Context: an optimization exercise on an open-source flow, tuned for a short achievable clock period and few clock cycles. The choices shown serve that exercise and are no tape-out recipe. Function was checked by simulation only, so behaviour that the tests miss may differ from the original. Power and IR drop assume default switching activity.

==> flow/design.v (excerpt) <==
module rv_core (
	input  logic				i_clk,
	input  logic				i_rstn,
	output logic [32-1:0]	o_imem_addr,
	input  logic [32-1:0]	i_imem_data,
	output logic				o_dmem_re,
	output logic				o_dmem_we,
	output logic [32-1:0]	o_dmem_addr,
	output logic [32-1:0]	o_dmem_wdata,
	input  logic [32-1:0]	i_dmem_rdata,
	output logic				o_retire_valid,
	output logic [32-1:0]	o_retire_pc,
	output logic [4:0]			o_retire_rd,
	output logic				o_retire_we,
	output logic [32-1:0]	o_retire_value
);
For scale: ~9000 cells after synthesis, about 240 I/O pins, about 140000 sq um of cells after synthesis.
Settings: LEC_CHECK=0, ABC_CLOCK_PERIOD_IN_PS=3000, CAP_MARGIN=20, CORE_MARGIN=2, CORE_UTILIZATION=60, SLEW_MARGIN=20; clock period 10.0 ns.
standard.sh (not shown) runs the stock make flow with config.mk's settings and CLKGATE_MAP_FILE= SYNTH_SCRIPT=/design/flow/synth_recipe.tcl, a recipe that flattens the netlist after the stock synthesis.
==> flow/flow/run.sh <==
#!/bin/bash
# Standard layout, with timing repair aimed well below the clock period
# (the constraints are the design's; only the repair margin is larger).
set -euo pipefail
cd "$(dirname "$0")/.."
bash standard.sh SETUP_SLACK_MARGIN=6.5 finish > make_flow.log 2>&1
The starting point passed the timing, DRC and antenna checks.
Testbench counts at the start, summed over its fixed seeds: cycles 186,142.
Change:
--- a/flow/design.v
+++ b/flow/design.v
@@ -286,15 +286,17 @@
 	end
 	always_ff @(posedge i_clk) begin
 		e_pc		<= d_pc;
 		e_pc4		<= d_pc4;
 		e_tgt		<= d_tgt;
 		e_pnpc		<= d_to_ras ? ras : d_pnpc;
-		e_a			<= d_fa ? x_res : d_auipc ? d_pc : d_lui ? 32'd0 : d_rv1;
-		e_b			<= d_fb ? x_res : (d_op || d_br) ? d_rv2 : d_imm;
-		e_s			<= d_fs ? x_res : d_rv2;
+		e_a			<= (d_fa && e_sel_add) ? x_sum : d_fa ? x_oth :
+			d_auipc ? d_pc : d_lui ? 32'd0 : d_rv1;
+		e_b			<= (d_fb && e_sel_add) ? x_sum : d_fb ? x_oth :
+			(d_op || d_br) ? d_rv2 : d_imm;
+		e_s			<= (d_fs && e_sel_add) ? x_sum : d_fs ? x_oth : d_rv2;
 		e_sub		<= d_op && d_ir[30] && d_f3 == 3'b000;
 		e_br_eq		<= d_f3[2:1] == 2'b00;
 		e_br_lt		<= d_f3[2];
 		e_br_inv	<= d_f3[0] && (d_f3[2] || !d_f3[1]);
 		e_cmp_s		<= d_br ? !d_f3[1] : !d_f3[0];
 		e_sel_add	<= ((d_op || d_opimm) && d_f3 == 3'b000) || d_lui || d_auipc ||
- The new run completed with no timing, DRC or antenna violations
- total power is lower by 2.3%
- cell area shrinks by 1.6%
- clock-buffer cell count rises by 26
- area after synthesis is lower by 0.74%
- core utilization falls by 0.45 points
- global-route usage went down by 2.1 points
- via count is lower by 4.1%
- routed wire length falls by 6.9%
- clock power barely changes
- fmax goes up by 2.3%
- combinational power decreases by 2.8%
- setup slack gets better by 0.085 ns
- non-clock buffer count goes down by 81
Testbench counts after the change, summed over its fixed seeds: cycles 186,142.

--- another note on this design; it stands on its own ---

## 10-02
// rv_core
module rv_core (
	input  logic				i_clk,
	input  logic				i_rstn,
	output logic [32-1:0]	o_imem_addr,
	input  logic [32-1:0]	i_imem_data,
	output logic				o_dmem_re,
	output logic				o_dmem_we,
	output logic [32-1:0]	o_dmem_addr,
	output logic [32-1:0]	o_dmem_wdata,
	input  logic [32-1:0]	i_dmem_rdata,
	output logic				o_retire_valid,
	output logic [32-1:0]	o_retire_pc,
	output logic [4:0]			o_retire_rd,
	output logic				o_retire_we,
	output logic [32-1:0]	o_retire_value
);
Size: roughly 8,800 cells after synthesis, ~3,200 flip-flops, ~240 I/O pins, ~140,000 um^2 of cells after synthesis.
export LEC_CHECK = 0
export ABC_CLOCK_PERIOD_IN_PS = 3000
export CAP_MARGIN = 20
export CORE_MARGIN = 2
export CORE_UTILIZATION = 55
export SLEW_MARGIN = 20
create_clock -name core_clock -period 10.0 [get_ports {i_clk}]
standard.sh (not shown) runs the stock make flow with config.mk's settings and CLKGATE_MAP_FILE= SYNTH_SCRIPT=/design/flow/synth_recipe.tcl, a recipe that flattens the netlist after the stock synthesis.
==> flow/flow/run.sh <==
#!/bin/bash
# Standard layout, with timing repair aimed well below the clock period
# (the constraints are the design's; only the repair margin is larger).
set -euo pipefail
cd "$(dirname "$0")/.."
bash standard.sh SETUP_SLACK_MARGIN=6.5 finish > make_flow.log 2>&1
10-02: no failed stages, no open violations at the end
Testbench counts of 10-02, summed over its fixed seeds: cycles 186,142.
> inputs changed (10-02 -> 01-10)
# 10-02
export LEC_CHECK = 0
export ABC_CLOCK_PERIOD_IN_PS = 3000
export CAP_MARGIN = 20
export CORE_MARGIN = 2
export CORE_UTILIZATION = 55
export SLEW_MARGIN = 20
create_clock -name core_clock -period 10.0 [get_ports {i_clk}]
# 01-10
export LEC_CHECK = 0
export ABC_CLOCK_PERIOD_IN_PS = 2500
export CAP_MARGIN = 20
export CORE_MARGIN = 2
export CORE_UTILIZATION = 60
export SLEW_MARGIN = 20
create_clock -name core_clock -period 10.0 [get_ports {i_clk}]
==> run summary <==
[compare] base=10-02 new=01-10: slack of the critical path climbed 0.066 ns; met2 track demand over resource in global routing climbed 2.0 points; summed area of non-filler cells in the final layout dropped about 1.6%; switching fraction of total power dropped 0.26 points; final cell count dropped 3.5%.
Of 01-10 and 10-02, 01-10 shows the higher first-iteration DRC count, with 10-02 below it.
10-02 has higher clock share of power than 01-10.

-- afterwards: timing with drivers on the ports --
No port has a modelled driver above. Below, the same layouts with a new extraction and two added sets of constraints.
Step 1 assumes that a clkbuf_16 drives the clock port and a buf_2 every other input.
Step 2 times the ports against the registers' clock, not the clock port: input delays grow and output delays shrink by t, the midpoint of the rising clock arrivals with the driver on.
Slacks: ideal ports / drivers / drivers and shift; pairs: ideal ports / drivers.
| run | shift t [ns] | slack for setup (ns) | hold WS [ns] |
|---|---|---|---|
| the first run of note 1 | 1.052 | 6.256 / 6.142 / 5.467 | 0.316 / 0.316 / 0.316 |
| the second run of note 1 | 1.046 | 6.341 / 6.279 / 5.420 | 0.305 / 0.305 / 0.305 |
| 10-02 | 1.054 | 6.275 / 6.194 / 5.367 | 0.320 / 0.320 / 0.320 |
| 01-10 | 1.046 | 6.341 / 6.279 / 5.420 | 0.305 / 0.305 / 0.305 |
After both steps setup and hold are still met in every run listed.
